What follows belongs to an exercise in optimizing a design on an open flow for small area; a production flow would make more cautious choices. The RTL was checked by simulation tests, not by an equivalence proof against the original design. No activity file was given, so power comes from the tool's default toggle rates.

## cedar
==> flow/design.v <==
module dist_feed #(
    parameter int DW     = 64,
    parameter int QDEPTH = 4
) (
    input  logic          clk,
    input  logic          rst,
    input  logic          sv_wr_en,
    input  logic [2:0]    sv_wr_idx,
    input  logic [DW-1:0] sv_wr_data,
    input  logic          sv_commit,
    input  logic          q_valid,
    input  logic [DW-1:0] q_data,
    output logic          q_ready,
    output logic [DW-1:0] query,
    output logic [DW-1:0] search_0,
    output logic [DW-1:0] search_1,
    output logic [DW-1:0] search_2,
    output logic [DW-1:0] search_3,
    output logic [DW-1:0] search_4,
    output logic [DW-1:0] search_5,
    output logic [DW-1:0] search_6,
    output logic [DW-1:0] search_7,
    output logic          in_valid,
    output logic          commit_err,
    output logic [15:0]   q_count
);
    logic [DW-1:0] shadow   [8];
    logic [DW-1:0] active   [8];
    logic [DW-1:0] fifo_mem [4];
    logic [7:0]    mask, wr_sel, mask_wr;
    logic [1:0]    rd_ptr, last_ptr;
    logic [3:0]    wr_oh, wr_oh_n, fifo_ld, fifo_hold;
    logic [2:0]    fifo_count;
    logic          running, pending, pending_n, commit_ok, push, pop;
    always_comb begin
        wr_sel    = sv_wr_en ? (8'h01 << sv_wr_idx) : 8'h00;
        mask_wr   = mask | wr_sel;
        commit_ok = sv_commit && (mask_wr == 8'hFF);
        q_ready   = !fifo_count[2];
        push      = q_valid && q_ready;
        pop       = running && (fifo_count != 3'd0);
    end
    always_ff @(posedge clk or negedge rst) begin
        if (!rst) begin
            running    <= 1'b0;
            mask       <= 8'h00;
            commit_err <= 1'b0;
        end else begin
            if (commit_ok) begin
                running <= 1'b1;
                mask    <= 8'h00;
            end else begin
                mask <= mask_wr;
                if (sv_commit) commit_err <= 1'b1;
            end
        end
    end
    always_ff @(posedge clk) begin
        pending   <= commit_ok;
        pending_n <= !commit_ok;
    end
    always_ff @(posedge clk) begin
        for (int k = 0; k < 8; k++) begin
            if (wr_sel[k]) shadow[k] <= sv_wr_data;
            active[k] <= ({DW{pending}} & shadow[k]) | ({DW{pending_n}} & active[k]);
        end
    end
    always_comb begin
        fifo_ld   = {4{push}} & wr_oh;
        fifo_hold = {4{!push}} | wr_oh_n;
    end
    always_ff @(posedge clk) begin
        for (int i = 0; i < 4; i++)
            fifo_mem[i] <= ({DW{fifo_ld[i]}} & q_data) | ({DW{fifo_hold[i]}} & fifo_mem[i]);
    end
    always_ff @(posedge clk or negedge rst) begin
        if (!rst) begin
            wr_oh      <= 4'b0001;
            wr_oh_n    <= 4'b1110;
            rd_ptr     <= '0;
            fifo_count <= '0;
            in_valid   <= 1'b0;
        end else begin
            in_valid <= pop;
            if (push) begin
                wr_oh   <= {wr_oh[2:0], wr_oh[3]};
                wr_oh_n <= {wr_oh_n[2:0], wr_oh_n[3]};
            end
            if (pop)  rd_ptr <= rd_ptr + 1'b1;
            case ({push, pop})
                2'b10:   fifo_count <= fifo_count + 1'b1;
                2'b01:   fifo_count <= fifo_count - 1'b1;
                default: fifo_count <= fifo_count;
            endcase
        end
    end
    logic [3:0] last_sel;
    assign last_ptr = rd_ptr - 1'b1;
    assign last_sel = 4'b0001 << last_ptr;
    always_comb begin
        query = '0;
        for (int i = 0; i < 4; i++)
            query |= {DW{last_sel[i]}} & fifo_mem[i];
    end
    assign search_0 = active[0];
    assign search_1 = active[1];
    assign search_2 = active[2];
    assign search_3 = active[3];
    assign search_4 = active[4];
    assign search_5 = active[5];
    assign search_6 = active[6];
    assign search_7 = active[7];
    logic [15:0] cnt;
    always_ff @(posedge clk or negedge rst) begin
        if (!rst)                             cnt <= 16'h0000;
        else if (in_valid && cnt != 16'hFFFF) cnt <= cnt + 16'h0001;
    end
    assign q_count = cnt;
endmodule
clock: 5.0 ns
lec_check: 0
cap_margin: 0
core_margin: 2
core_utilization: 60
slew_margin: 0
standard.sh (not shown) runs the stock make flow with config.mk's settings and CLKGATE_MAP_FILE= SYNTH_SCRIPT=/design/flow/synth_recipe.tcl, a recipe that flattens the netlist after the stock synthesis.
==> flow/flow/run.sh <==
#!/bin/bash
# Layout flow: the standard ORFS flow (standard.sh, standard synthesis unchanged) with
#  - port buffers made of buf_1 instead of the default clkdlybuf4s50_1,
#  - clock tree of clkbuf_8 leaves, 18 sinks per cluster, without dummy loads.
# Each port still gets its own buffer; clock period and constraints are the standard flow's.
set -euo pipefail
export BUFFER_PORTS_ARGS="-buffer_cell sky130_fd_sc_hd__buf_1"
export CTS_ARGS="-sink_clustering_enable -repair_clock_nets -dont_use_dummy_load -buf_list {sky130_fd_sc_hd__clkbuf_8} -sink_clustering_size 18 -sink_clustering_max_diameter 60"
bash standard.sh > standard.log 2>&1
## Diff of input files: yarrow against cedar
--- a/flow/config.mk
+++ b/flow/config.mk
@@ -8,4 +8,5 @@
 export CAP_MARGIN = 0
 export CORE_MARGIN = 2
-export CORE_UTILIZATION = 60
+export CORE_UTILIZATION = 70
+export PLACE_DENSITY = 0.8
 export SLEW_MARGIN = 0
### Flow results
Taking cedar as the reference, in yarrow power share of the clock group held steady, internal power consumption held steady, number of nets in the synthesized netlist held steady, share of cell area taken by muxes after synthesis held steady, hold path depth grew by 1. Comparing cedar and yarrow, the lower fraction of area in registers was measured on cedar. On clock distribution area overhead in the final layout, cedar tracks yarrow almost exactly. [compare] base=cedar new=yarrow: number of maximum-capacitance constraint violations saw little to no change, highest attainable clock frequency went up, global-route usage moved up, hold slack shrank by 0.019 ns.

-- port drivers added, routing unchanged --
No port has a modelled driver above. Below, the same layouts with a new extraction and two added sets of constraints. Step 1: set_driving_cell puts a clkbuf_16 on clk and a buf_2 on each other input, an assumption about the parent block. Step 2, shift: input delay + t, output delay - t, t = (earliest + latest rising clock arrival at the registers) / 2. This alone moves slack from input paths to output paths. Slacks: no drivers / after step 1 / after step 2; pairs: no drivers / after step 1.
run | t, ns | setup slack, ns | worst setup path at the end | worst slew at a driven data input, ns | cell pins on the clock port's net
cedar | 0.760 | 1.025 / 0.966 / 1.726 | register to output | 0.11 | 1
yarrow | 0.744 | 1.047 / 0.983 / 1.510 | input to register | 0.14 | 1
After both steps setup and hold are still met in every run listed.
